This is an optimization exercise on Yosys and OpenROAD, whose aim is small area, a short achievable clock period and few clock cycles per item, not a production implementation. The RTL was checked by simulation tests, not by an equivalence proof against the original design. Power figures rest on the tool's default switching activity, not on a simulated workload.

Design conway_top, start of the top module:
module conway_top (
  input  logic       clk,
  input  logic       boot_reset,
  input  logic       rx_valid,
  input  logic [7:0] rx_data,
  output logic       rx_ready,
  output logic       tx_valid,
  output logic [7:0] tx_data,
  input  logic       tx_ready
);
Size: about 970 cells after synthesis, ~680 flip-flops, about 22 I/O pins.
Settings: LEC_CHECK=0, CAP_MARGIN=20, CORE_MARGIN=2, CORE_UTILIZATION=60, CTS_BUF_LIST=sky130_fd_sc_hd__clkbuf_8, CTS_CLUSTER_DIAMETER=50, CTS_CLUSTER_SIZE=20, PLACE_DENSITY=0.75, SLEW_MARGIN=20; clock period 10.0 ns.
standard.sh (not shown) runs the stock make flow with config.mk's settings and CLKGATE_MAP_FILE= SYNTH_SCRIPT=/design/flow/synth_recipe.tcl, a recipe that flattens the netlist after the stock synthesis.
==> flow/flow/run.sh <==
#!/bin/bash
# The standard ORFS layout (the standard.sh: unchanged synthesis and steps),
# with two changes in how the layout is made:
#  - the port buffers that global placement puts on every input and output are
#    buf_4 cells instead of the flow's default choice;
#  - clock tree synthesis gets its options directly (larger sink clusters,
#    so the tree has fewer buffers).
# The full make/tool output goes to standard.log in the work folder.
set -euo pipefail
bash standard.sh finish \
  "BUFFER_PORTS_ARGS=-buffer_cell sky130_fd_sc_hd__buf_4" \
  "CTS_ARGS=-sink_clustering_enable -repair_clock_nets -sink_clustering_size 30 -sink_clustering_max_diameter 60 -buf_list {sky130_fd_sc_hd__clkbuf_8 sky130_fd_sc_hd__clkbuf_16} -root_buf sky130_fd_sc_hd__clkbuf_16" > standard.log 2>&1
The starting point completed with no timing, DRC or antenna violations.
Testbench counts at the start, summed over its fixed seeds: cycles 52,704, frames 96.
Next try:
==> flow/flow/run.sh (replaced) <==
#!/bin/bash
# The standard ORFS layout (the standard.sh: unchanged synthesis and steps),
# with two changes in how the layout is made:
#  - the port buffers that global placement puts on every input and output are
#    buf_4 cells instead of the flow's default choice;
#  - timing repair works with a larger setup margin, so it also speeds up the
#    paths that already meet the 10 ns clock (constraints are unchanged).
# The full make/tool output goes to standard.log in the work folder.
set -euo pipefail
bash standard.sh finish \
  "BUFFER_PORTS_ARGS=-buffer_cell sky130_fd_sc_hd__buf_4" \
  "SETUP_SLACK_MARGIN=6.95" > standard.log 2>&1
CORE_UTILIZATION = 70   (was 60)
PLACE_DENSITY = 0.82   (was 0.75)
The changed run completed with no timing, DRC or antenna violations.
Wire length goes up by roughly a tenth.
Synthesized cell count does not change.
Cell count goes down by a few percent.
Total power goes down by a few percent.
Hold slack loses 0.0089 ns.
Fmax barely changes.
Next try:
==> flow/flow/run.sh (replaced) <==
#!/bin/bash
# The standard ORFS layout (the standard.sh: unchanged synthesis and steps),
# with two changes in how the layout is made:
#  - the port buffers that global placement puts on every input and output are
#    buf_4 cells instead of the flow's default choice;
#  - clock tree synthesis gets its options directly (larger sink clusters,
#    so the tree has fewer buffers).
# The full make/tool output goes to standard.log in the work folder.
set -euo pipefail
bash standard.sh finish \
  "BUFFER_PORTS_ARGS=-buffer_cell sky130_fd_sc_hd__buf_4" \
  "CTS_ARGS=-sink_clustering_enable -repair_clock_nets -sink_clustering_size 40 -sink_clustering_max_diameter 45 -buf_list sky130_fd_sc_hd__clkbuf_16" > standard.log 2>&1
CORE_UTILIZATION = 60   (was 70)
PLACE_DENSITY = 0.75   (was 0.82)
After rerunning: Count of clock-buffer cells in the layout shrinks by 4. Synthesized cell count stays the same. Sequential cell count does not change. Global-route usage came out lower by 3.1 points. Via count came out lower slightly. Core utilization came out lower by 9.3 points. Clock skew rose by 0.017 ns. Design area climbs by a few percent. Clock power is higher by well over a third.
Next try:
==> flow/flow/run.sh (replaced) <==
#!/bin/bash
# The standard ORFS layout (the standard.sh, unchanged synthesis and steps),
# with one change: the port buffers that global placement inserts on every input
# and output are buf_4 cells instead of the flow's default choice.
# The full make/tool output goes to standard.log in the work folder.
set -euo pipefail
bash standard.sh finish "BUFFER_PORTS_ARGS=-buffer_cell sky130_fd_sc_hd__buf_4" > standard.log 2>&1
=>
- utilization drops by 2.6 points
- final cell count drops by 1.0%
- via count came out lower by 1.0%
- non-clock buffer count stays the same
- first-iteration DRC count is lower by 1.4%
- combinational power is lower by about 0.6%
Next try:
==> flow/flow/run.sh (replaced) <==
#!/bin/bash
# The standard ORFS layout (the standard.sh: unchanged synthesis and steps),
# with two changes in how the layout is made:
#  - the port buffers that global placement puts on every input and output are
#    buf_4 cells instead of the flow's default choice;
#  - clock tree synthesis gets its options directly (larger sink clusters,
#    so the tree has fewer buffers).
# The full make/tool output goes to standard.log in the work folder.
set -euo pipefail
bash standard.sh finish \
  "BUFFER_PORTS_ARGS=-buffer_cell sky130_fd_sc_hd__buf_4" \
  "CTS_ARGS=-sink_clustering_enable -repair_clock_nets -sink_clustering_size 32 -sink_clustering_max_diameter 60 -buf_list sky130_fd_sc_hd__clkbuf_16" > standard.log 2>&1
Maximum frequency falls slightly.
Wire length grows by a few percent.
Cell count stays flat.
Global-route usage increases by 0.24 points.
Setup slack is worse by 0.021 ns.
Design area is higher slightly.
Die area does not change.

* * *

conway_top again, from the RTL that the note above started with.
export LEC_CHECK = 0
export CAP_MARGIN = 20
export CORE_MARGIN = 2
export CORE_UTILIZATION = 70
export CTS_BUF_LIST = sky130_fd_sc_hd__clkbuf_8
export CTS_CLUSTER_DIAMETER = 50
export CTS_CLUSTER_SIZE = 20
export PLACE_DENSITY = 0.82
export SLEW_MARGIN = 20
create_clock -name core_clock -period 10.0 [get_ports {clk}]
==> flow/flow/run.sh <==
#!/bin/bash
# The standard ORFS layout (the standard.sh: unchanged synthesis and steps),
# with two changes in how the layout is made:
#  - the port buffers that global placement puts on every input and output are
#    buf_4 cells instead of the flow's default choice;
#  - clock tree synthesis gets its options directly: clkbuf_8 sink clusters
#    under a clkbuf_16 root buffer.
# The full make/tool output goes to standard.log in the work folder.
set -euo pipefail
bash standard.sh finish \
  "BUFFER_PORTS_ARGS=-buffer_cell sky130_fd_sc_hd__buf_4" \
  "CTS_ARGS=-sink_clustering_enable -repair_clock_nets -sink_clustering_size 20 -sink_clustering_max_diameter 50 -buf_list sky130_fd_sc_hd__clkbuf_8 -root_buf sky130_fd_sc_hd__clkbuf_16 -distance_between_buffers 100" > standard.log 2>&1
Testbench counts at the start, summed over its fixed seeds: cycles 52,704, frames 96.
Rerun with:
==> flow/flow/run.sh (replaced) <==
#!/bin/bash
# The standard ORFS layout (the standard.sh, unchanged synthesis and steps),
# with one change: the port buffers that global placement inserts on every input
# and output are buf_4 cells instead of the flow's default choice.
# The full make/tool output goes to standard.log in the work folder.
set -euo pipefail
bash standard.sh finish "BUFFER_PORTS_ARGS=-buffer_cell sky130_fd_sc_hd__buf_4" > standard.log 2>&1
CORE_UTILIZATION = 60   (was 70)
CTS_BUF_LIST = sky130_fd_sc_hd__clkbuf_4 sky130_fd_sc_hd__clkbuf_8   (was sky130_fd_sc_hd__clkbuf_8)
CTS_CLUSTER_DIAMETER = 40   (was 50)
CTS_CLUSTER_SIZE = 16   (was 20)
PLACE_DENSITY = 0.75   (was 0.82)
Effect:
- total power rose by a few percent
- global-route usage fell by 4.6 points
- routed wire length fell by about a fifth
Rerun with:
CORE_UTILIZATION = 70   (was 60)
CTS_BUF_LIST = sky130_fd_sc_hd__clkbuf_8   (was sky130_fd_sc_hd__clkbuf_4 sky130_fd_sc_hd__clkbuf_8)
CTS_CLUSTER_DIAMETER = 50   (was 40)
CTS_CLUSTER_SIZE = 20   (was 16)
PLACE_DENSITY = 0.82   (was 0.75)
The changed run completed without violations.
Via count came out lower by about 0.35%.
Setup slack gains 3.2 ps.
Cell count came out lower by 5.9%.
Synthesized area stays the same.

* * *

== lane 1 ==
Starting RTL as in the previous note.
export LEC_CHECK = 0
export CAP_MARGIN = 20
export CORE_MARGIN = 2
export CORE_UTILIZATION = 70
export CTS_BUF_LIST = sky130_fd_sc_hd__clkbuf_8
export CTS_CLUSTER_DIAMETER = 50
export CTS_CLUSTER_SIZE = 20
export PLACE_DENSITY = 0.82
export SLEW_MARGIN = 20
create_clock -name core_clock -period 10.0 [get_ports {clk}]
==> flow/flow/run.sh <==
#!/bin/bash
# The standard ORFS layout (the standard.sh: unchanged synthesis and steps),
# with two changes in how the layout is made:
#  - the port buffers that global placement puts on every input and output are
#    buf_4 cells instead of the flow's default choice;
#  - clock tree synthesis gets its options directly: clkbuf_8 sink clusters
#    under a clkbuf_16 root buffer.
# The full make/tool output goes to standard.log in the work folder.
set -euo pipefail
bash standard.sh finish \
  "BUFFER_PORTS_ARGS=-buffer_cell sky130_fd_sc_hd__buf_4" \
  "CTS_ARGS=-sink_clustering_enable -repair_clock_nets -sink_clustering_size 20 -sink_clustering_max_diameter 50 -buf_list sky130_fd_sc_hd__clkbuf_8 -root_buf sky130_fd_sc_hd__clkbuf_16 " > standard.log 2>&1
Every stage of the flow completed for lane 1, and the final layout passed the timing, design-rule and antenna checks.
Testbench counts of lane 1, summed over its fixed seeds: cycles 52,704, frames 96.
diff inputs: lane 1 => lane 2
# lane 1
export LEC_CHECK = 0
export CAP_MARGIN = 20
export CORE_MARGIN = 2
export CORE_UTILIZATION = 70
export CTS_BUF_LIST = sky130_fd_sc_hd__clkbuf_8
export CTS_CLUSTER_DIAMETER = 50
export CTS_CLUSTER_SIZE = 20
export PLACE_DENSITY = 0.82
export SLEW_MARGIN = 20
create_clock -name core_clock -period 10.0 [get_ports {clk}]
# lane 2
export LEC_CHECK = 0
export CAP_MARGIN = 20
export CORE_MARGIN = 2
export CORE_UTILIZATION = 60
export CTS_BUF_LIST = sky130_fd_sc_hd__clkbuf_4
export CTS_CLUSTER_DIAMETER = 35
export CTS_CLUSTER_SIZE = 12
export PLACE_DENSITY = 0.75
export SLEW_MARGIN = 20
create_clock -name core_clock -period 10.0 [get_ports {clk}]
==> flow/flow/run.sh <==
#!/bin/bash
# The standard ORFS layout (the standard.sh, unchanged synthesis and steps),
# with one change: the port buffers that global placement inserts on every input
# and output are buf_4 cells instead of the flow's default choice.
# The full make/tool output goes to standard.log in the work folder.
set -euo pipefail
bash standard.sh finish "BUFFER_PORTS_ARGS=-buffer_cell sky130_fd_sc_hd__buf_4" > standard.log 2>&1
Results
The busiest layer in global routing comes out met2 in one run and met1 in the other, namely in lane 1 and lane 2 respectively.
rx_ready as the worst setup path endpoint was reported by lane 2, and is_auto by lane 1.
Diff lane 1 and lane 2: global-route wire length before repair higher in lane 1
Summary of lane 2 over lane 1: met1 routed wirelength after detailed routing now smaller; via count of the first global-routing pass now smaller.
### lane 2 -> lane 3
# lane 2
export LEC_CHECK = 0
export CAP_MARGIN = 20
export CORE_MARGIN = 2
export CORE_UTILIZATION = 60
export CTS_BUF_LIST = sky130_fd_sc_hd__clkbuf_4
export CTS_CLUSTER_DIAMETER = 35
export CTS_CLUSTER_SIZE = 12
export PLACE_DENSITY = 0.75
export SLEW_MARGIN = 20
create_clock -name core_clock -period 10.0 [get_ports {clk}]
# lane 3
export LEC_CHECK = 0
export ABC_AREA = 1
export CAP_MARGIN = 20
export CORE_MARGIN = 2
export CORE_UTILIZATION = 70
export CTS_BUF_LIST = sky130_fd_sc_hd__clkbuf_8
export CTS_CLUSTER_DIAMETER = 50
export CTS_CLUSTER_SIZE = 20
export PLACE_DENSITY = 0.82
export SLEW_MARGIN = 20
create_clock -name core_clock -period 10.0 [get_ports {clk}]
### Flow results
From lane 2 to lane 3 the numbers moved as follows: final cell count rose 25, leakage dissipation rose 3.0%, die area fell 13%, buffering overhead about even.
Looking at fraction of the cycle the final worst path needs across lane 2 and lane 3, the one that comes out lower is lane 3.
Via count of the first global-routing pass, lane 2 and lane 3, higher one = lane 3.
Lane 3 — power about 3.4% lower, lane 2 as reference
Lane 2 -> lane 3: flip-flop and latch count delta 0, exact match

* * *

## red
Another version of the RTL of conway_top (not shown whole).
Size in the first run: roughly 1,000 cells after synthesis, roughly 680 flip-flops, about 22 I/O pins.
Settings: LEC_CHECK=0, CAP_MARGIN=20, CORE_MARGIN=2, CORE_UTILIZATION=60, CTS_CLUSTER_DIAMETER=50, CTS_CLUSTER_SIZE=24, PLACE_DENSITY=0.75, SLEW_MARGIN=20; clock period 10.0 ns.
==> flow/flow/run.sh <==
#!/bin/bash
# The standard ORFS layout (the standard.sh: unchanged synthesis and steps),
# with two changes in how the layout is made:
#  - the port buffers that global placement puts on every input and output are
#    buf_4 cells instead of the flow's default choice;
#  - timing repair works with a larger setup margin, so it also speeds up the
#    paths that already meet the 10 ns clock (constraints are unchanged).
# The full make/tool output goes to standard.log in the work folder.
set -euo pipefail
bash standard.sh finish \
  "BUFFER_PORTS_ARGS=-buffer_cell sky130_fd_sc_hd__buf_4" \
  "SETUP_SLACK_MARGIN=7.2" > standard.log 2>&1
red finished every stage and its layout cleared the timing, design-rule and antenna checks.
Testbench counts of red, summed over its fixed seeds: cycles 52,704, frames 96.
What blue does differently from red at the input level:
- CTS_CLUSTER_SIZE: 24 -> 20
- CTS_BUF_LIST: unset -> sky130_fd_sc_hd__clkbuf_8
==> flow/flow/run.sh <==
#!/bin/bash
# The standard ORFS layout (the standard.sh, unchanged synthesis and steps),
# with one change: the port buffers that global placement inserts on every input
# and output are buf_4 cells instead of the flow's default choice.
# The full make/tool output goes to standard.log in the work folder.
set -euo pipefail
bash standard.sh finish "BUFFER_PORTS_ARGS=-buffer_cell sky130_fd_sc_hd__buf_4" > standard.log 2>&1
red has a higher count of cells along the worst register-to-register path than blue. Relative to red, number of global-route vias before repair has decreased by 142 in blue. The leakage power of the design reported for blue is smaller than that of red by about 4.3%. Measured against each other, red and blue differ in time the final worst path needs with I/O delays and setup, the lower figure coming from red. Cell area improves in blue relative to red. Comparing blue with red, the portion of total power attributed to combinational logic came out essentially unchanged. Compared blue against red; post-place instance area within noise. Total via count after detailed routing (blue vs. red) decreases by a few percent. Between red and blue, the difference in number of combinational gates with multiple inputs is negligible. Diff red..blue | final-report max-slew violation count | unchanged.

* * *

JK:
Starting RTL as in the previous note.
Settings: LEC_CHECK=0, CAP_MARGIN=20, CORE_MARGIN=2, CORE_UTILIZATION=60, CTS_BUF_LIST=sky130_fd_sc_hd__clkbuf_8, CTS_CLUSTER_DIAMETER=50, CTS_CLUSTER_SIZE=20, PLACE_DENSITY=0.75, SLEW_MARGIN=20; clock period 10.0 ns.
run.sh (not shown) runs the stock make flow with config.mk's settings and CLKGATE_MAP_FILE= SYNTH_SCRIPT=/design/flow/synth_recipe.tcl, a recipe that flattens the netlist after the stock synthesis.
Stock flow here: none of the scripts above is used.
Looking at the reports, JK completed the entire flow and the layout it produced met the timing, design-rule and antenna checks.
Testbench counts of JK, summed over its fixed seeds: cycles 52,704, frames 96.
Input-level comparison between MS and JK:
# JK
export LEC_CHECK = 0
export CAP_MARGIN = 20
export CORE_MARGIN = 2
export CORE_UTILIZATION = 60
export CTS_BUF_LIST = sky130_fd_sc_hd__clkbuf_8
export CTS_CLUSTER_DIAMETER = 50
export CTS_CLUSTER_SIZE = 20
export PLACE_DENSITY = 0.75
export SLEW_MARGIN = 20
create_clock -name core_clock -period 10.0 [get_ports {clk}]
# MS
export LEC_CHECK = 0
export CAP_MARGIN = 20
export CORE_MARGIN = 2
export CORE_UTILIZATION = 60
export CTS_CLUSTER_DIAMETER = 60
export CTS_CLUSTER_SIZE = 30
export PLACE_DENSITY = 0.75
export SLEW_MARGIN = 20
create_clock -name core_clock -period 10.0 [get_ports {clk}]
==> flow/flow/run.sh (new file) <==
#!/bin/bash
# The standard ORFS layout (the standard.sh, unchanged synthesis and steps),
# with one change: the port buffers that global placement inserts on every input
# and output are buf_4 cells instead of the flow's default choice.
# The full make/tool output goes to standard.log in the work folder.
set -euo pipefail
bash standard.sh finish "BUFFER_PORTS_ARGS=-buffer_cell sky130_fd_sc_hd__buf_4" > standard.log 2>&1
==> flow/standard.sh (new file) <==
#!/bin/bash
# synth_recipe.tcl (not shown) runs the flow's synth.tcl, then flattens the netlist and writes it again
# the make line also repeats each setting of config.mk as NAME=value (left out here)
make -C /OpenROAD-flow-scripts/flow DESIGN_CONFIG=/design/flow/config.mk WORK_HOME=/design/flow/orfs CLKGATE_MAP_FILE= SYNTH_SCRIPT=/design/flow/synth_recipe.tcl "${@:-finish}"
removed: flow/run.sh
- The run with more setup slack is MS; JK has less.
- Side by side, setup slack at placement turned out higher in MS than in JK.
- JK → MS: number of hold buffers added after cts comparable; simple-gate area share of the yosys netlist closely matched the old numbers; cell area after layout up 0.75%; maximum frequency went up by about 14%.
- Compared with JK, MS degrades first-pass GRT wire length.
- Against JK, wire length in MS came out worse.
- Power: MS draws more than JK

-- afterwards: timing with drivers on the ports --
In the flow no input, the clock included, has a driving cell. The finished layouts below were timed again as built, in two steps.
Step 1 assumes that a clkbuf_16 drives the clock port and a buf_2 every other input.
Step 2 also shifts input and output timing later by t, the mid clock arrival at the registers, as if the neighbouring blocks saw the same clock.
Slacks: ideal ports / drivers / drivers and shift; pairs: ideal ports / drivers.
run	t (ns)	slack for setup (ns)	slew at the worst register clock pin (ns)
the first run of note 1	0.609	6.832 / 6.786 / 6.340	0.10 / 0.10
the second run of note 1	0.598	6.830 / 6.794 / 6.465	0.12 / 0.12
the third run of note 1	0.573	6.856 / 6.877 / 6.306	0.11 / 0.11
the fourth run of note 1	0.601	6.853 / 6.811 / 6.341	0.11 / 0.11
the fifth run of note 1	0.611	6.832 / 6.785 / 6.317	0.11 / 0.11
the first run of note 2	0.556	6.821 / 6.844 / 6.288	0.12 / 0.12
the second run of note 2	0.627	6.846 / 6.803 / 6.311	0.09 / 0.09
the third run of note 2	0.599	6.849 / 6.810 / 6.287	0.12 / 0.12
lane 1	0.556	6.821 / 6.844 / 6.288	0.12 / 0.12
lane 2	0.713	6.726 / 6.683 / 6.329	0.12 / 0.12
lane 3	0.594	6.874 / 6.834 / 6.737	0.11 / 0.11
red	0.575	6.931 / 6.883 / 6.739	0.09 / 0.09
blue	0.604	6.872 / 6.827 / 6.490	0.11 / 0.11
JK	0.605	6.456 / 6.413 / 6.120	0.11 / 0.11
MS	0.613	6.880 / 6.831 / 6.502	0.11 / 0.11
After both steps setup and hold are still met in every run listed. For the third run of note 2, which loses most, drivers alone change the setup slack by -0.039 ns; drivers and shift together by -0.562 ns.
